Context: an optimization exercise on an open-source flow, tuned for small area, a short achievable clock period and few clock cycles per item. The choices shown serve that exercise and are no tape-out recipe.
Only simulation tests tie the RTL to the original design; equivalence was not proved.

===== design.v =====
`timescale 1ns / 1ps
package esc_pkg;
  localparam int EPOCH_W = 32;
  localparam int TZ_W    = 5;
  localparam int STEP_W  = 2;
  localparam logic [STEP_W-1:0] DIV_STEP_FIRST = 2'd2;
  typedef enum logic [2:0] {
    DP_NOP,
    DP_LOAD,
    DP_MUL,
    DP_QUO,
    DP_REM,
    DP_YEAR,
    DP_MONTH,
    DP_PUBLISH
  } dp_op_t;
  typedef enum logic [1:0] {
    DIV_DAY,
    DIV_HOUR,
    DIV_MIN
  } div_sel_t;
  typedef struct packed {
    dp_op_t   op;
    div_sel_t sel;
    logic     first;
  } esc_cmd_t;
  typedef struct packed {
    logic neg;
    logic year_done;
    logic month_done;
  } esc_sts_t;
endpackage
`timescale 1ns / 1ps
module esc_ctrl (
  input  logic              clk,
  input  logic              rst_n,
  input  logic              in_valid,
  output logic              in_ready,
  output logic              out_valid,
  input  logic              out_ready,
  input  esc_pkg::esc_sts_t sts,
  output esc_pkg::esc_cmd_t cmd
);
  typedef enum logic [2:0] {
    S_IDLE,
    S_DAY,
    S_HOUR,
    S_MIN,
    S_YEAR,
    S_MONTH,
    S_FINISH
  } state_t;
  state_t            state_r;
  logic [esc_pkg::STEP_W-1:0] step_r;
  logic              first_r;
  logic              out_valid_r;
  logic              publish;
  esc_pkg::dp_op_t            div_op;
  assign in_ready  = (state_r == S_IDLE);
  assign out_valid = out_valid_r;
  assign publish   = (state_r == S_FINISH) && (!out_valid_r || out_ready);
  assign div_op = (step_r == esc_pkg::DIV_STEP_FIRST) ? esc_pkg::DP_MUL :
                  (step_r == '0)             ? esc_pkg::DP_REM : esc_pkg::DP_QUO;
  always_comb begin
    cmd.op    = esc_pkg::DP_NOP;
    cmd.sel   = esc_pkg::DIV_DAY;
    cmd.first = 1'b0;
    unique case (state_r)
      S_IDLE: begin
        if (in_valid) cmd.op = esc_pkg::DP_LOAD;
      end
      S_DAY: begin
        if (!sts.neg) cmd.op = div_op;
      end
      S_HOUR: begin
        cmd.op  = div_op;
        cmd.sel = esc_pkg::DIV_HOUR;
      end
      S_MIN: begin
        cmd.op  = div_op;
        cmd.sel = esc_pkg::DIV_MIN;
      end
      S_YEAR: begin
        cmd.op    = esc_pkg::DP_YEAR;
        cmd.first = first_r;
      end
      S_MONTH: begin
        cmd.op = esc_pkg::DP_MONTH;
      end
      S_FINISH: begin
        if (publish) cmd.op = esc_pkg::DP_PUBLISH;
      end
      default: begin
      end
    endcase
  end
  always_ff @(posedge clk) begin
    if (!rst_n) begin
      state_r     <= S_IDLE;
      step_r      <= '0;
      first_r     <= 1'b0;
      out_valid_r <= 1'b0;
    end else begin
      if (publish) begin
        out_valid_r <= 1'b1;
      end else if (out_ready) begin
        out_valid_r <= 1'b0;
      end
      unique case (state_r)
        S_IDLE: begin
          if (in_valid) begin
            state_r <= S_DAY;
            step_r  <= esc_pkg::DIV_STEP_FIRST;
          end
        end
        S_DAY: begin
          if (sts.neg) begin
            state_r <= S_FINISH;
          end else if (step_r == '0) begin
            state_r <= S_HOUR;
            step_r  <= esc_pkg::DIV_STEP_FIRST;
          end else begin
            step_r <= step_r - 1'b1;
          end
        end
        S_HOUR: begin
          if (step_r == '0) begin
            state_r <= S_MIN;
            step_r  <= esc_pkg::DIV_STEP_FIRST;
          end else begin
            step_r <= step_r - 1'b1;
          end
        end
        S_MIN: begin
          if (step_r == '0) begin
            state_r <= S_YEAR;
            first_r <= 1'b1;
          end else begin
            step_r <= step_r - 1'b1;
          end
        end
        S_YEAR: begin
          first_r <= 1'b0;
          if (sts.year_done) state_r <= S_MONTH;
        end
        S_MONTH: begin
          if (sts.month_done) state_r <= S_FINISH;
        end
        S_FINISH: begin
          if (publish) state_r <= S_IDLE;
        end
        default: begin
          state_r <= S_IDLE;
        end
      endcase
    end
  end
endmodule
`timescale 1ns / 1ps
module esc_datapath (
  input  logic                            clk,
  input  logic                            rst_n,
  input  logic                            cfg_wr_en,
  input  logic signed [esc_pkg::TZ_W-1:0] cfg_wr_data,
  input  logic [esc_pkg::EPOCH_W-1:0]     in_epoch_seconds,
  input  esc_pkg::esc_cmd_t               cmd,
  output esc_pkg::esc_sts_t               sts,
  output logic                            out_valid_res,
  output logic [5:0]                      out_second,
  output logic [5:0]                      out_minute,
  output logic [4:0]                      out_hour,
  output logic [4:0]                      out_day_of_month,
  output logic [3:0]                      out_month,
  output logic [11:0]                     out_year,
  output logic [2:0]                      out_weekday,
  output logic [8:0]                      out_day_of_year
);
  localparam logic signed [esc_pkg::TZ_W-1:0] TZ_RESET     = 5'sd3;
  localparam logic [11:0]            EPOCH_YEAR   = 12'd1970;
  localparam logic [2:0]             EPOCH_WDAY   = 3'd4;    
  localparam logic [3:0]             LAST_MONTH   = 4'd11;
  localparam logic [3:0]             FEBRUARY     = 4'd1;
  localparam logic [4:0]             DAYS_FEB     = 5'd28;
  localparam logic [16:0]            SECS_DAY     = 17'd86400;
  localparam logic [16:0]            SECS_HOUR    = 17'd3600;
  localparam logic [16:0]            SECS_MIN     = 17'd60;
  localparam logic [26:0]            RECIP_DAY    = 27'd101806633;
  localparam logic [26:0]            RECIP_HOUR   = 27'd9321;
  localparam logic [26:0]            RECIP_MIN    = 27'd1093;
  function automatic logic [4:0] month_len(input logic [3:0] m);
    case (m)
      4'd1:                    month_len = 5'd28;
      4'd3, 4'd5, 4'd8, 4'd10: month_len = 5'd30;
      default:                 month_len = 5'd31;
    endcase
  endfunction
  function automatic logic is_leap(input logic [11:0] y);
    is_leap = (y[1:0] == 2'b00) && (y != 12'd2100);
  endfunction
  function automatic logic [2:0] mod7_5b(input logic [4:0] v);
    logic [4:0] r;
    if (v >= 5'd28) r = v - 5'd28;
    else if (v >= 5'd21)     r = v - 5'd21;
    else if (v >= 5'd14)     r = v - 5'd14;
    else if (v >= 5'd7)      r = v - 5'd7;
    else                     r = v;
    mod7_5b = r[2:0];
  endfunction
  function automatic logic [2:0] wd_add(input logic [2:0] wd, input logic [2:0] inc);
    logic [3:0] s;
    s = {1'b0, wd} + {1'b0, inc};
    if (s >= 4'd7) s = s - 4'd7;
    wd_add = s[2:0];
  endfunction
  logic signed [esc_pkg::TZ_W-1:0] tz_r;
  logic                   neg_r;
  logic [32:0]            num_r;
  logic [52:0]            prod_r;
  logic [15:0]            quo_r;
  logic [15:0]            days_r;
  logic [11:0]            year_r;
  logic [3:0]             mon_r;
  logic [2:0]             wd_r;
  logic [8:0]             doy_r;
  logic [4:0]             hour_r;
  logic [5:0]             min_r;
  logic [5:0]             sec_r;
  logic signed [17:0] tz_secs;
  logic signed [33:0] local_secs;
  logic [25:0]        mul_a;
  logic [26:0]        mul_b;
  logic [16:0]        divisor;
  logic [15:0]        quo_sel;
  logic [52:0]        prod;
  logic [32:0]        qmul;
  logic               leap;
  logic [8:0]         ylen;
  logic [4:0]         mlen;
  logic [2:0]         wd_final;
  assign tz_secs    = 18'(tz_r) * 18'sd3600;
  assign local_secs = 34'(signed'({1'b0, in_epoch_seconds})) + 34'(tz_secs);
  always_comb begin
    unique case (cmd.sel)
      esc_pkg::DIV_DAY: begin
        mul_a   = num_r[32:7];
        mul_b   = RECIP_DAY;
        divisor = SECS_DAY;
        quo_sel = prod_r[51:36];
      end
      esc_pkg::DIV_HOUR: begin
        mul_a   = 26'(num_r[16:4]);
        mul_b   = RECIP_HOUR;
        divisor = SECS_HOUR;
        quo_sel = {11'd0, prod_r[25:21]};
      end
      esc_pkg::DIV_MIN: begin
        mul_a   = 26'(num_r[11:2]);
        mul_b   = RECIP_MIN;
        divisor = SECS_MIN;
        quo_sel = {10'd0, prod_r[19:14]};
      end
      default: begin
        mul_a   = 26'(num_r[11:2]);
        mul_b   = RECIP_MIN;
        divisor = SECS_MIN;
        quo_sel = {10'd0, prod_r[19:14]};
      end
    endcase
  end
  assign prod = 53'(mul_a) * 53'(mul_b);
  assign qmul = 33'(quo_r) * 33'(divisor);
  assign leap = is_leap(year_r);
  assign ylen = leap ? 9'd366 : 9'd365;
  assign mlen = (mon_r == FEBRUARY && leap) ? 5'd29 : month_len(mon_r);
  assign sts.neg        = neg_r;
  assign sts.year_done  = (days_r < 16'(ylen));
  assign sts.month_done = (mon_r == LAST_MONTH) || (days_r < 16'(mlen));
  assign wd_final = wd_add(wd_r, mod7_5b(days_r[4:0]));
  always_ff @(posedge clk) begin
    if (!rst_n) begin
      tz_r <= TZ_RESET;
    end else if (cfg_wr_en) begin
      tz_r <= cfg_wr_data;
    end
  end
  always_ff @(posedge clk) begin
    unique case (cmd.op)
      esc_pkg::DP_LOAD: begin
        neg_r  <= local_secs[33];
        num_r  <= local_secs[32:0];
        year_r <= EPOCH_YEAR;
        mon_r  <= 4'd0;
        wd_r   <= EPOCH_WDAY;
      end
      esc_pkg::DP_MUL: begin
        prod_r <= prod;
      end
      esc_pkg::DP_QUO: begin
        quo_r <= quo_sel;
      end
      esc_pkg::DP_REM: begin
        num_r <= num_r - qmul;
        if (cmd.sel == esc_pkg::DIV_DAY) begin
          days_r <= quo_r;
        end
        if (cmd.sel == esc_pkg::DIV_HOUR) begin
          hour_r <= quo_r[4:0];
        end
      end
      esc_pkg::DP_YEAR: begin
        if (cmd.first) begin
          min_r <= quo_r[5:0];
          sec_r <= num_r[5:0];
        end
        if (sts.year_done) begin
          doy_r <= days_r[8:0];
        end else begin
          days_r <= days_r - 16'(ylen);
          year_r <= year_r + 12'd1;
          wd_r   <= wd_add(wd_r, leap ? 3'd2 : 3'd1);
        end
      end
      esc_pkg::DP_MONTH: begin
        if (!sts.month_done) begin
          days_r <= days_r - 16'(mlen);
          mon_r  <= mon_r + 4'd1;
          wd_r   <= wd_add(wd_r, 3'(mlen - DAYS_FEB));
        end
      end
      esc_pkg::DP_NOP, esc_pkg::DP_PUBLISH: begin
      end
      default: begin
      end
    endcase
  end
  always_ff @(posedge clk) begin
    if (cmd.op == esc_pkg::DP_PUBLISH) begin
      if (neg_r) begin
        out_valid_res    <= 1'b0;
        out_second       <= '0;
        out_minute       <= '0;
        out_hour         <= '0;
        out_day_of_month <= '0;
        out_month        <= '0;
        out_year         <= '0;
        out_weekday      <= '0;
        out_day_of_year  <= '0;
      end else begin
        out_valid_res    <= 1'b1;
        out_second       <= sec_r;
        out_minute       <= min_r;
        out_hour         <= hour_r;
        out_day_of_month <= days_r[4:0] + 5'd1;
        out_month        <= mon_r;
        out_year         <= year_r;
        out_weekday      <= wd_final;
        out_day_of_year  <= doy_r;
      end
    end
  end
endmodule
`timescale 1ns / 1ps
module epoch_seconds_to_calendar_unit (
  input  logic                            clk,
  input  logic                            rst_n,
  input  logic                            cfg_wr_en,
  input  logic signed [esc_pkg::TZ_W-1:0] cfg_wr_data,
  input  logic                            in_valid,
  output logic                            in_ready,
  input  logic [esc_pkg::EPOCH_W-1:0]     in_epoch_seconds,
  output logic                            out_valid,
  input  logic                            out_ready,
  output logic                            out_valid_res,
  output logic [5:0]                      out_second,
  output logic [5:0]                      out_minute,
  output logic [4:0]                      out_hour,
  output logic [4:0]                      out_day_of_month,
  output logic [3:0]                      out_month,
  output logic [11:0]                     out_year,
  output logic [2:0]                      out_weekday,
  output logic [8:0]                      out_day_of_year
);
  esc_pkg::esc_cmd_t cmd;
  esc_pkg::esc_sts_t sts;
  esc_ctrl u_ctrl (
    .clk       (clk),
    .rst_n     (rst_n),
    .in_valid  (in_valid),
    .in_ready  (in_ready),
    .out_valid (out_valid),
    .out_ready (out_ready),
    .sts       (sts),
    .cmd       (cmd)
  );
  esc_datapath u_datapath (
    .clk              (clk),
    .rst_n            (rst_n),
    .cfg_wr_en        (cfg_wr_en),
    .cfg_wr_data      (cfg_wr_data),
    .in_epoch_seconds (in_epoch_seconds),
    .cmd              (cmd),
    .sts              (sts),
    .out_valid_res    (out_valid_res),
    .out_second       (out_second),
    .out_minute       (out_minute),
    .out_hour         (out_hour),
    .out_day_of_month (out_day_of_month),
    .out_month        (out_month),
    .out_year         (out_year),
    .out_weekday      (out_weekday),
    .out_day_of_year  (out_day_of_year)
  );
endmodule

===== run.sh =====
#!/bin/bash
# synth_recipe.tcl (not shown) runs the flow's synth.tcl, then flattens the netlist and writes it again
# the make line also repeats each setting of config.mk as NAME=value (left out here)
make -C /OpenROAD-flow-scripts/flow DESIGN_CONFIG=/design/flow/config.mk WORK_HOME=/design/flow/orfs CLKGATE_MAP_FILE= SYNTH_SCRIPT=/design/flow/synth_recipe.tcl finish

===== config.mk =====
export PLATFORM = sky130hd
export DESIGN_NAME = epoch_seconds_to_calendar_unit
export DESIGN_NICKNAME = epoch_seconds_to_calendar_unit
export VERILOG_FILES = /design/flow/design.v
export SDC_FILE = /design/flow/constraint.sdc
export NUM_CORES = 4
export LEC_CHECK = 0
export CAP_MARGIN = 20
export CORE_MARGIN = 2
export CORE_UTILIZATION = 40
export SLEW_MARGIN = 20

===== constraint.sdc =====
create_clock -name core_clock -period 10.0 [get_ports {clk}]
set_input_delay 2.0000 -clock core_clock [delete_from_list [all_inputs] [get_ports {clk}]]
set_output_delay 2.0000 -clock core_clock [all_outputs]
set_load 0.01 [all_outputs]

==> notes.md <==
Global Route Usage Sum between 10% and 20%; Final Max Tran Viols 0; post-CTS repair timing setup buffer count 0; final critical-path required period about 8.6 ns; cells after synthesis about 3200; source-to-sink clock delay at the later pin of the worst-skew pair between 0.5 and 0.6 ns; Starting DRT DRC Count 1223; Resize count post-CTS 0; max frequency roughly 120 MHz; sequential area share after synthesis about a fifth; # Max-Cap Violations 0; number of antenna violations at the first check in global routing 1; total detailed-routing wirelength between 70 and 80 mm; number of warnings reported in the yosys synthesis log 2; number of port buffers 94; placeable core region just under 80000 sq um; cell area after placement ~34000 sq um; number of buffers on the longest clock path 3; Synth async-reset ratio 0%; run status no timing/DRC/antenna violations; std cell rows a little over 100; post-layout utilization of the core approximately 45%; clock transition at the register clock pins on the worst setup and hold paths after CTS 0.06 ns; fin crit share a little under nine tenths; flop and latch count out of synthesis about 200; setup repair after global routing missed its margin false; wire length of the first global-routing pass 124 mm; number of fill cells in the layout between 7000 and 8000; effective utilization at floorplan between 40 and 50%; area of the die about 80000 sq um; path class of the lowest-slack min-delay path flip-flop to flip-flop; hold-fix buffers at CTS 0; count of clock tree sinks around 200; TritonCTS Buffers 26; Setup crit start kind flip-flop; layout cells sized above 1 3.10%; footprint of the flip-flops and latches approximately 5900 sq um; Critical Path End Type flip-flop; Vias per Instance roughly 5; htree depth 1; cell at the root of the clock tree clkbuf_16; DRC violation count after routing 0; vias in the first global route between 20000 and 25000; first drt pass iteration count 5; required time at the endpoint of the critical path slightly above 10 ns; vias after detailed routing roughly 22000; number of antenna repair diodes 0; post-synthesis cell area 31500 sq um; setup_tns 0 ns; Final #Nets between 4000 and 5000; CP Data Arrival Time 8.86 ns; number of enable flip-flop cells after synthesis ~190; I/O Pins 95; estimated wirelength of the detail-placed design roughly 66 mm; largest net degree at the start of global routing between 50 and 60; Post-DRT Antenna Nets 0; actual slew at the worst max-slew pin 0.943 ns; worst setup path class flip-flop to flip-flop; die width between 200 and 300 um; maximum fanout along the worst path 34; Non-Filler Cell Area, Final approximately 35000 sq um; average cell area after synthesis 9.71 sq um; GRT overflow 0; Relative slew margins about 37%; chip height approximately 280 um; final setup violating endpoints 0; worst clock skew ~0.035 ns; number of different library cells in the post-synthesis netlist 77; average wire length per cell after detail routing 17.3 um; growth of design area from synthesis to finish 10.3%; count of endpoints failing hold in the final timing report 0; GP Congestion between 0.8 and 0.9; multi-input combinational cell area 22400 sq um; clock tree from TritonCTS done; most used flip-flop cell after synthesis edfxtp_1
## cells in the final DEF, fill, tap and decap left out, drive strengths merged, types with 8 or more instances in the layout
cell and count:
inv 829, ha 531, fa 433, nand2 208, edfxtp 189, nor2 147, a21oi 140, o21ai 115
clkdlybuf4s50 94, xnor2 67, a21o 62, nor2b 62, xor2 47, conb 43, and2 35, clkbuf 27
nand3 26, buf 25, and3 20, mux2i 17, nor3 17, o21a 17, clkinv 16, nand4 15
nand2b 15, or2 14, a31oi 14, o22ai 12, dfxtp 12, a211oi 11, o21bai 11, or3 8
## through the flow
stage               std cells  setup slack, ns  hold WS (ns)
global placement         4377             1.58         0.507
detailed placement       4377             1.53         0.518
global route             4425            0.829         0.544
CTS                      4425             1.50         0.530
finish                   4425             1.45         0.529
floorplan                3280             2.63         0.424
## flip-flops by register name (all words and copies together), names as in the netlist, 2 cells and up
| signal | flops |
|---|---|
| u_datapath.out_second | 6 |
| u_datapath.days_r | 16 |
| u_datapath.quo_r | 16 |
| u_datapath.mon_r | 4 |
| u_datapath.sec_r | 6 |
| u_datapath.out_day_of_month | 5 |
| u_datapath.min_r | 6 |
| u_datapath.wd_r | 3 |
| u_datapath.out_hour | 5 |
| u_datapath.num_r | 33 |
| u_datapath.out_weekday | 3 |
| u_datapath.doy_r | 9 |
| u_ctrl.step_r | 2 |
| u_datapath.prod_r | 27 |
| u_datapath.out_day_of_year | 9 |
| u_datapath.out_month | 4 |
| u_datapath.out_minute | 6 |
| u_datapath.tz_r | 5 |
| u_datapath.out_year | 12 |
| u_datapath.year_r | 12 |
| u_datapath.hour_r | 5 |
| u_ctrl.state_r | 3 |
## kinds of logic after synthesis
family | share of synthesized area, %
other | 0.0239
flip-flops | 18.8
multiplexers | 0.577
XOR/XNOR | 3.17
buffers and inverters | 10.6
AO/OA/AOI/OAI | 9.14
adder cells (fa/ha/maj) | 48.7
AND/OR/NAND/NOR | 8.98
## worst paths after layout
path	end	start	slack [ns]	cells after the start
setup / recovery	u_datapath.prod_r[49]$_DFFE_PN_	u_ctrl.state_r[1]$_SDFFE_PN0P_	1.45	23
hold / removal	u_datapath.out_day_of_year[5]$_SDFFCE_PP0N_	u_datapath.doy_r[5]$_DFFE_PP_	0.53	1
setup reg to reg	u_datapath.prod_r[49]$_DFFE_PN_	u_ctrl.state_r[1]$_SDFFE_PN0P_	1.45	23
hold reg to reg	u_datapath.out_day_of_year[5]$_SDFFCE_PP0N_	u_datapath.doy_r[5]$_DFFE_PP_	0.53	1
## Yosys cell counts (all sizes together), types with 4 or more instances
library cell / count / share of area [%]
o211ai: 7 / 0.17
edfxtp: 189 / 18
or2: 14 / 0.29
nand3: 26 / 0.41
o31ai: 4 / 0.095
nor3b: 5 / 0.12
o2111ai: 4 / 0.11
fa: 433 / 28
buf: 5 / 0.064
clkbuf: 57 / 0.68
o21ai: 115 / 1.8
mux2i: 17 / 0.54
inv: 827 / 9.9
a31oi: 14 / 0.30
dfxtp: 12 / 0.76
and3: 20 / 0.40
nand4: 15 / 0.32
o22ai: 12 / 0.24
or3: 8 / 0.16
nor2b: 62 / 1.2
xnor2: 67 / 1.9
o21a: 17 / 0.41
xor2: 47 / 1.3
and2: 35 / 0.70
ha: 531 / 21
a2111oi: 4 / 0.17
nand2b: 15 / 0.30
nor3: 17 / 0.27
a221o: 7 / 0.22
a211oi: 11 / 0.26
a211o: 6 / 0.17
o21bai: 11 / 0.26
a21o: 62 / 1.5
or4: 4 / 0.11
a221oi: 6 / 0.19
a22oi: 7 / 0.17
a21oi: 140 / 2.2
nand2: 208 / 2.5
a41oi: 4 / 0.11
nor4: 7 / 0.14
nor2: 147 / 1.8
## critical path: stages, from the launching register on
cell and delay (ns):
dfxtp_1 0.76, nand2b_2 0.57, nand2_1 0.48, inv_1 0.31
a21oi_1 0.54, fa_1 0.51, fa_1 0.53, fa_1 0.53
fa_1 0.52, inv_1 0.06, fa_1 0.44, fa_1 0.51
inv_1 0.05, fa_1 0.47, inv_1 0.04, ha_1 0.30
a21oi_1 0.18, o21ai_0 0.16, or4_4 0.46, nand4_2 0.09
a31oi_2 0.12, a21o_1 0.25, a221oi_2 0.28, xnor2_1 0.09
## layer usage
metal	track usage [%]	wire (um)	vias to the layer above
li1	-	-	10600
met1	26.7	35200	10400
met2	32.1	35300	449
met3	2.74	3730	106
met4	5.64	2510	2
met5	0	10	-
## area by class of cell
class | instances | area share, %
Clock inverter | 21 | 0.573
Inverter | 828 | 8.95
Multi-Input combinational cell | 2189 | 64.5
Clock buffer | 27 | 1.89
Tap cell | 1040 | 3.75
Timing Repair Buffer | 119 | 3.25
Sequential cell | 201 | 17.0
Testbench counts, summed over its fixed seeds: cycles 195,857, items 2,560.

port drivers added, routing unchanged:
How much do the figures lean on ideal ports? The routed layout below was timed once more, with nothing changed but the port constraints. Step 1, drivers: a clkbuf_16 drives clk and a buf_2 each remaining input, both assumed. Step 2 moves the port delays by t, midway between the first and last clock arrival at a register: inputs arrive t later, outputs are due t later. That takes back most of the time a late clock gives input paths. Three values: ideal ports, drivers, drivers and shift; two values: the first two.
shift t [ns]: 0.635
setup WS [ns]: 1.450 / 1.450 / 1.450
hold slack, ns: 0.529 / 0.529 / 0.529
pins driven straight from the clock port: 1
After both steps this run still meets setup and hold. For this run, drivers alone change the setup slack by 0.000 ns; drivers and shift together by 0.000 ns.
